Context: an optimization exercise on an open-source flow, tuned for small area. The choices shown serve that exercise and are no tape-out recipe.
Where RTL was checked, it was by simulation tests only, not by an equivalence proof against the original.
No driver is modelled on the clock port, so clocking that relies on it looks cheaper here than on a real chip.

==> inputs of run F <==
// invaders_top
module invaders_top #(
  parameter int MOVE_DIV   = 64,
  parameter int BULLET_DIV = 4,
  parameter int MARCH_DIV  = 256
) (
  input  logic              clk,
  input  logic              rst_n,
  input  logic              i_right,
  input  logic              i_left,
  input  logic              i_fire,
  input  logic              i_restart,
  output logic              o_hsync,
  output logic              o_vsync,
  output logic              o_red,
  output logic              o_green,
  output logic              o_blue,
  output space_pkg::score_t o_score,
  output logic              o_won
);
Settings: LEC_CHECK=0, ABC_AREA=1, CAP_MARGIN=20, CORE_MARGIN=2, CORE_UTILIZATION=40, CTS_BUF_LIST=sky130_fd_sc_hd__clkbuf_8, CTS_CLUSTER_DIAMETER=150, CTS_CLUSTER_SIZE=40, SLEW_MARGIN=20; clock period 20.0 ns.
standard.sh (not shown) runs the stock make flow with config.mk's settings and CLKGATE_MAP_FILE= SYNTH_SCRIPT=/design/flow/synth_recipe.tcl, a recipe that flattens the netlist after the stock synthesis.
==> flow/flow/run.sh <==
#!/bin/bash
# Own layout flow: the standard flow, with three changes.
#  1. Synthesis runs the standard synthesis script unchanged, except that
#     the final ABC mapping uses an area-oriented script (abc_area.script in
#     this folder: three rounds of choice computation and area-recovery
#     mapping), and adders are left to ABC instead of being extracted into
#     full/half-adder cells first (ADDER_MAP_FILE empty).
#     Registers are mapped before ABC, so they are the standard synthesis's.
#  2. Ports are buffered with sky130_fd_sc_hd__buf_1 instead of the default
#     buffer cell.
#  3. The clock tree is built from sky130_fd_sc_hd__clkbuf_8 without dummy
#     loads.
# Every tool's output goes to a log file in the work folder.
set -euo pipefail
W=$PWD
rm -rf "$W/scripts_abc"
cp -r "$FLOW_HOME/scripts" "$W/scripts_abc"
cp "$W/flow/abc_area.script" "$W/scripts_abc/abc_area.script"
bash standard.sh "SCRIPTS_DIR=$W/scripts_abc" "ADDER_MAP_FILE=" synth > "$W/flow_synth.log" 2>&1
bash standard.sh "BUFFER_PORTS_ARGS=-buffer_cell sky130_fd_sc_hd__buf_1" \
  "CTS_ARGS=-sink_clustering_enable -repair_clock_nets -buf_list sky130_fd_sc_hd__clkbuf_8 -dont_use_dummy_load" \
  finish > "$W/flow_layout.log" 2>&1
test -s "$W/out/final.def"
==> flow/flow/abc_area.script <==
strash
dch -f
map -a
strash
dch -f
map -a
strash
dch -f
map -a
topo
==> inputs of run K, as changes to run F <==
--- a/flow/design.v
+++ b/flow/design.v
@@ -475,27 +475,25 @@
         o_tens       <= tens_n;
         if (tens_c) o_hund <= hund_inc[3:0];
       end
     end
   end
   always_ff @(posedge clk or negedge rst_n) begin
     if (!rst_n) begin
-      march_cnt <= '0;
-    end else if (o_start || march_cnt == MARCH_CW'(MARCH_DIV - 1)) begin
-      march_cnt <= '0;
-    end else begin
-      march_cnt <= incm(march_cnt);
-    end
-  end
-  always_ff @(posedge clk) begin
-    if (clr) begin
       o_mc        <= 3'd2;
       o_mp        <= 5'd10;
       march_right <= 1'b1;
+      march_cnt   <= '0;
+    end else if (o_start) begin
+      o_mc        <= 3'd2;
+      o_mp        <= 5'd10;
+      march_right <= 1'b1;
+      march_cnt   <= '0;
     end else if (march_cnt == MARCH_CW'(MARCH_DIV - 1)) begin
+      march_cnt <= '0;
       if (march_right) begin
         if (o_mc < 3'd5 || o_mp < 5'd20) begin
           if (o_mp == 5'd29) begin
             o_mc <= mc_inc[2:0];
             o_mp <= 5'd0;
           end else begin
             o_mp <= inc5(o_mp);
@@ -511,14 +509,16 @@
           end else begin
             o_mp <= dec5(o_mp);
           end
         end else begin
           march_right <= 1'b1;
         end
       end
+    end else begin
+      march_cnt <= incm(march_cnt);
     end
   end
 endmodule
 module frame_renderer (
   input  logic        clk,
   input  logic        rst_n,
   input  logic [4:0]  i_hc,
==> flow/flow/run.sh (replaced) <==
#!/bin/bash
# Own layout flow: the standard flow, with two changes.
#  1. Synthesis runs the standard synthesis script unchanged, except that
#     the final ABC mapping uses an area-oriented script (abc_area.script in
#     this folder: two rounds of choice computation and area-recovery mapping).
#     Registers are mapped before ABC, so they are the standard synthesis's.
#  2. Ports are buffered with sky130_fd_sc_hd__buf_1 instead of the default
#     buffer cell.
# Every tool's output goes to a log file in the work folder.
set -euo pipefail
W=$PWD
rm -rf "$W/scripts_abc"
cp -r "$FLOW_HOME/scripts" "$W/scripts_abc"
cp "$W/flow/abc_area.script" "$W/scripts_abc/abc_area.script"
bash standard.sh "SCRIPTS_DIR=$W/scripts_abc" synth > "$W/flow_synth.log" 2>&1
bash standard.sh "BUFFER_PORTS_ARGS=-buffer_cell sky130_fd_sc_hd__buf_1" finish > "$W/flow_layout.log" 2>&1
test -s "$W/out/final.def"
==> flow/flow/abc_area.script (replaced) <==
strash
dch -f
map -a
strash
dch -f
map -a
topo
==> inputs of run Z, as changes to run F <==
--- a/flow/design.v
+++ b/flow/design.v
@@ -390,30 +390,18 @@
   assign yrow = i_by[8:5];
   always_comb begin
     for (int r = 0; r < 5; r++) begin
       prow[r] = (yrow == 4'(5 + r));
       srow[r] = (yrow == 4'(6 + r)) && (i_by[4:0] == 5'd0);
     end
   end
+  logic [10:0] hsel;       
   always_comb begin
-    for (int r = 0; r < 5; r++) begin
-      case (hc4)
-        4'd0:    colbits[r] = o_dead[r*11 + 0];
-        4'd1:    colbits[r] = o_dead[r*11 + 1];
-        4'd2:    colbits[r] = o_dead[r*11 + 2];
-        4'd3:    colbits[r] = o_dead[r*11 + 3];
-        4'd4:    colbits[r] = o_dead[r*11 + 4];
-        4'd5:    colbits[r] = o_dead[r*11 + 5];
-        4'd6:    colbits[r] = o_dead[r*11 + 6];
-        4'd7:    colbits[r] = o_dead[r*11 + 7];
-        4'd8:    colbits[r] = o_dead[r*11 + 8];
-        4'd9:    colbits[r] = o_dead[r*11 + 9];
-        default: colbits[r] = o_dead[r*11 + 10];
-      endcase
-    end
+    for (int c = 0; c < 11; c++) hsel[c] = (hc4 == 4'(c));
+    for (int r = 0; r < 5; r++) colbits[r] = |(~o_dead[r*11 +: 11] & hsel) == 1'b0;
   end
   assign s_live    = |(srow & ~colbits);
   assign p_live    = |(prow & ~colbits);
   assign hit_found = i_bullet_active && !o_hit && xhit && (s_live || p_live);
   assign hrow      = s_live ? srow : prow;
   logic       all_dead;
   logic [1:0] pts;        
@@ -422,38 +410,40 @@
   logic [4:0] hund_inc, mc_inc, mc_dec;
   assign hund_inc = inc5({1'b0, o_hund});
   assign mc_inc   = inc5({2'b0, o_mc});
   assign mc_dec   = dec5({2'b0, o_mc});
   assign all_dead = &o_dead;
   assign pts      = hrow[0] ? 2'd3 : (hrow[1] | hrow[2]) ? 2'd2 : 2'd1;
   always_comb begin
-    tens_n = '0;
-    tens_c = 1'b0;
-    for (int t = 0; t < 10; t++) begin
-      for (int p = 1; p < 4; p++) begin
-        if (o_tens == 4'(t) && pts == 2'(p)) begin
-          tens_n = 4'((t + p) % 10);
-          tens_c = (t + p) >= 10;
-        end
-      end
+    logic [4:0] sum;
+    logic       c;
+    c = 1'b0;
+    for (int i = 0; i < 4; i++) begin
+      logic b;
+      b = (i < 2) ? pts[i] : 1'b0;
+      sum[i] = o_tens[i] ^ b ^ c;
+      c      = (o_tens[i] & b) | (o_tens[i] & c) | (b & c);
     end
+    sum[4] = c;
+    tens_c = (sum >= 5'd10);
+    tens_n = tens_c ? 4'(sum - 5'd10) : sum[3:0];
   end
   always_ff @(posedge clk or negedge rst_n) begin
     if (!rst_n) begin
       fresh <= 1'b1;
     end else begin
       fresh <= 1'b0;
     end
   end
   logic        nclr;
   logic [4:0]  krow;
   logic [10:0] kcol;
   assign nclr = !clr;
   assign krow = hrow & {5{hit_found & nclr}};
-  always_comb for (int c = 0; c < 11; c++) kcol[c] = (hc4 == 4'(c));
+  assign kcol = hsel;
   always_ff @(posedge clk) begin
     for (int r = 0; r < 5; r++) begin
       for (int c = 0; c < 11; c++) begin
         o_dead[r*11 + c] <= (o_dead[r*11 + c] & nclr) | (krow[r] & kcol[c]);
       end
     end
   end
==> flow/flow/run.sh (replaced) <==
#!/bin/bash
# Own layout flow: the standard flow, with three changes.
#  1. Synthesis runs the standard synthesis script unchanged, except that
#     the final ABC mapping uses an area-oriented script (abc_area.script in
#     this folder: three rounds of choice computation and area-recovery
#     mapping), and adders are left to ABC instead of being extracted into
#     full/half-adder cells first (ADDER_MAP_FILE empty).
#     Registers are mapped before ABC, so they are the standard synthesis's.
#  2. Ports are buffered with sky130_fd_sc_hd__buf_1 instead of the default
#     buffer cell.
#  3. The clock's registers are split into six groups by position, each
#     driven by one sky130_fd_sc_hd__clkbuf_16 (manual_cts.tcl, run as the
#     hook before CTS); CTS then builds the tree from the clock port to those
#     buffers from sky130_fd_sc_hd__clkbuf_4, without dummy loads.
# Every tool's output goes to a log file in the work folder.
set -euo pipefail
W=$PWD
rm -rf "$W/scripts_abc"
cp -r "$FLOW_HOME/scripts" "$W/scripts_abc"
cp "$W/flow/abc_area.script" "$W/scripts_abc/abc_area.script"
bash standard.sh "SCRIPTS_DIR=$W/scripts_abc" "ADDER_MAP_FILE=" synth > "$W/flow_synth.log" 2>&1
bash standard.sh "BUFFER_PORTS_ARGS=-buffer_cell sky130_fd_sc_hd__buf_1" \
  "PRE_CTS_TCL=$W/flow/manual_cts.tcl" \
  "CTS_ARGS=-sink_clustering_enable -repair_clock_nets -clk_nets clk -buf_list sky130_fd_sc_hd__clkbuf_4 -dont_use_dummy_load" \
  finish > "$W/flow_layout.log" 2>&1
test -s "$W/out/final.def"
==> flow/flow/manual_cts.tcl (new file) <==
# Hook run before clock tree synthesis: split the clock's register sinks into
# 2 x 3 groups by position (halves in x, thirds in y within each half) and
# drive each group from its own sky130_fd_sc_hd__clkbuf_16, placed at the
# group's centre. Every group gets the same buffer and a similar load, so the
# clock arrives at all registers at about the same time. CTS then builds the
# tree from the clock port to these six buffers, and detailed placement
# legalizes them.
set block [ord::get_db_block]
set db [ord::get_db]
set clk_net [$block findNet clk]
set master [$db findMaster sky130_fd_sc_hd__clkbuf_16]
set pts {}
foreach it [$clk_net getITerms] {
  set inst [$it getInst]
  set bb [$inst getBBox]
  lappend pts [list [expr {([$bb xMin] + [$bb xMax]) / 2}] [expr {([$bb yMin] + [$bb yMax]) / 2}] $it]
}
set n [llength $pts]
set byx [lsort -integer -index 0 $pts]
set gx 2
set gy 3
set groups {}
for {set i 0} {$i < $gx} {incr i} {
  set part [lrange $byx [expr {$i * $n / $gx}] [expr {($i + 1) * $n / $gx - 1}]]
  set byy [lsort -integer -index 1 $part]
  set m [llength $byy]
  for {set j 0} {$j < $gy} {incr j} {
    lappend groups [lrange $byy [expr {$j * $m / $gy}] [expr {($j + 1) * $m / $gy - 1}]]
  }
}
set g 0
foreach grp $groups {
  set sx 0; set sy 0
  foreach p $grp { incr sx [lindex $p 0]; incr sy [lindex $p 1] }
  set cx [expr {$sx / [llength $grp]}]
  set cy [expr {$sy / [llength $grp]}]
  set buf [odb::dbInst_create $block $master "clkbuf_manual_$g"]
  set net [odb::dbNet_create $block "clk_manual_$g"]
  $net setSigType CLOCK
  [$buf findITerm A] connect $clk_net
  [$buf findITerm X] connect $net
  foreach p $grp {
    set it [lindex $p 2]
    $it disconnect
    $it connect $net
  }
  $buf setLocation $cx $cy
  $buf setPlacementStatus PLACED
  puts "manual clock buffer $g: [llength $grp] sinks at $cx $cy"
  incr g
}
==> impl_metrics.yaml <==
layout:
  clk_share: 0.03741
  finalNonFillerCells: 1676
  nets: 1478
  buf_share: 0.01295
clock_network:
  cts.htree.levels: 4
floorplan:
  initial_core_util: 0.4091
timing:
  finalCritPeriodShare: 0.4077
  fin_worst_skew_ps: 25.80
outcome:
  status: "timing/DRC/antenna clean"
global_routing:
  grt_antenna_before_repair: 0
min_path:
  holdPathEnd: "u_player.bullet_cnt[0]"
synthesis:
  synthSimpleGateAreaFrac: 0.1676
routing:
  via_per_inst: 5.706
The numbers above come from run K.

==> impl_metrics.yaml <==
timing:
  finalCritPeriodShare: 0.3493
  fin_worst_skew_ps: 38.17
clock_network:
  cts.htree.levels: 4
layout:
  buf_share: 0.01176
  nets: 1491
  finalNonFillerCells: 1802
  clk_share: 0.02267
floorplan:
  initial_core_util: 0.4079
min_path:
  holdPathEnd: "u_player.bullet_cnt[0]"
outcome:
  status: "timing/DRC/antenna clean"
global_routing:
  grt_antenna_before_repair: 1
The numbers above come from run F.

==> impl_metrics.yaml <==
global_routing:
  grt_pass1_wl_mm: 48.82
  grt_antenna_before_repair: 1
routing:
  via_per_inst: 5.731
timing:
  fin_worst_skew_ps: 28.29
  finalCritPeriodShare: 0.3442
synthesis:
  synthSimpleGateAreaFrac: 0.2602
layout:
  nets: 1437
floorplan:
  initial_core_util: 0.4045
min_path:
  holdPathEnd: "u_player.dir_r"
outcome:
  status: "timing/DRC/antenna clean"
The numbers above come from run Z.

The RTL of run F was laid out without a check of its function.

==> afterwards: timing with drivers on the ports <==
In the flow no input, the clock included, has a driving cell. The finished layouts below were timed again as built, in two steps.
Step 1 assumes that a clkbuf_16 drives the clock port and a buf_2 every other input.
Step 2 times the ports against the registers' clock, not the clock port: input delays grow and output delays shrink by t, the midpoint of the rising clock arrivals with the driver on.
a / b / c = ideal / step 1 / step 2; a / b = the first two.
run | t, ns | setup slack, ns | hold slack, ns | worst data-port slew with drivers (ns)
run F | 0.488 | 13.013 / 12.972 / 13.225 | 0.450 / 0.450 / 0.450 | 0.03
run K | 0.514 | 11.846 / 11.846 / 11.846 | 0.430 / 0.430 / 0.430 | 0.03
run Z | 0.621 | 13.117 / 13.076 / 12.993 | 0.440 / 0.440 / 0.440 | 0.03
After both steps setup and hold are still met in every run listed. For run Z, which loses most, drivers alone change the setup slack by -0.041 ns; drivers and shift together by -0.124 ns.
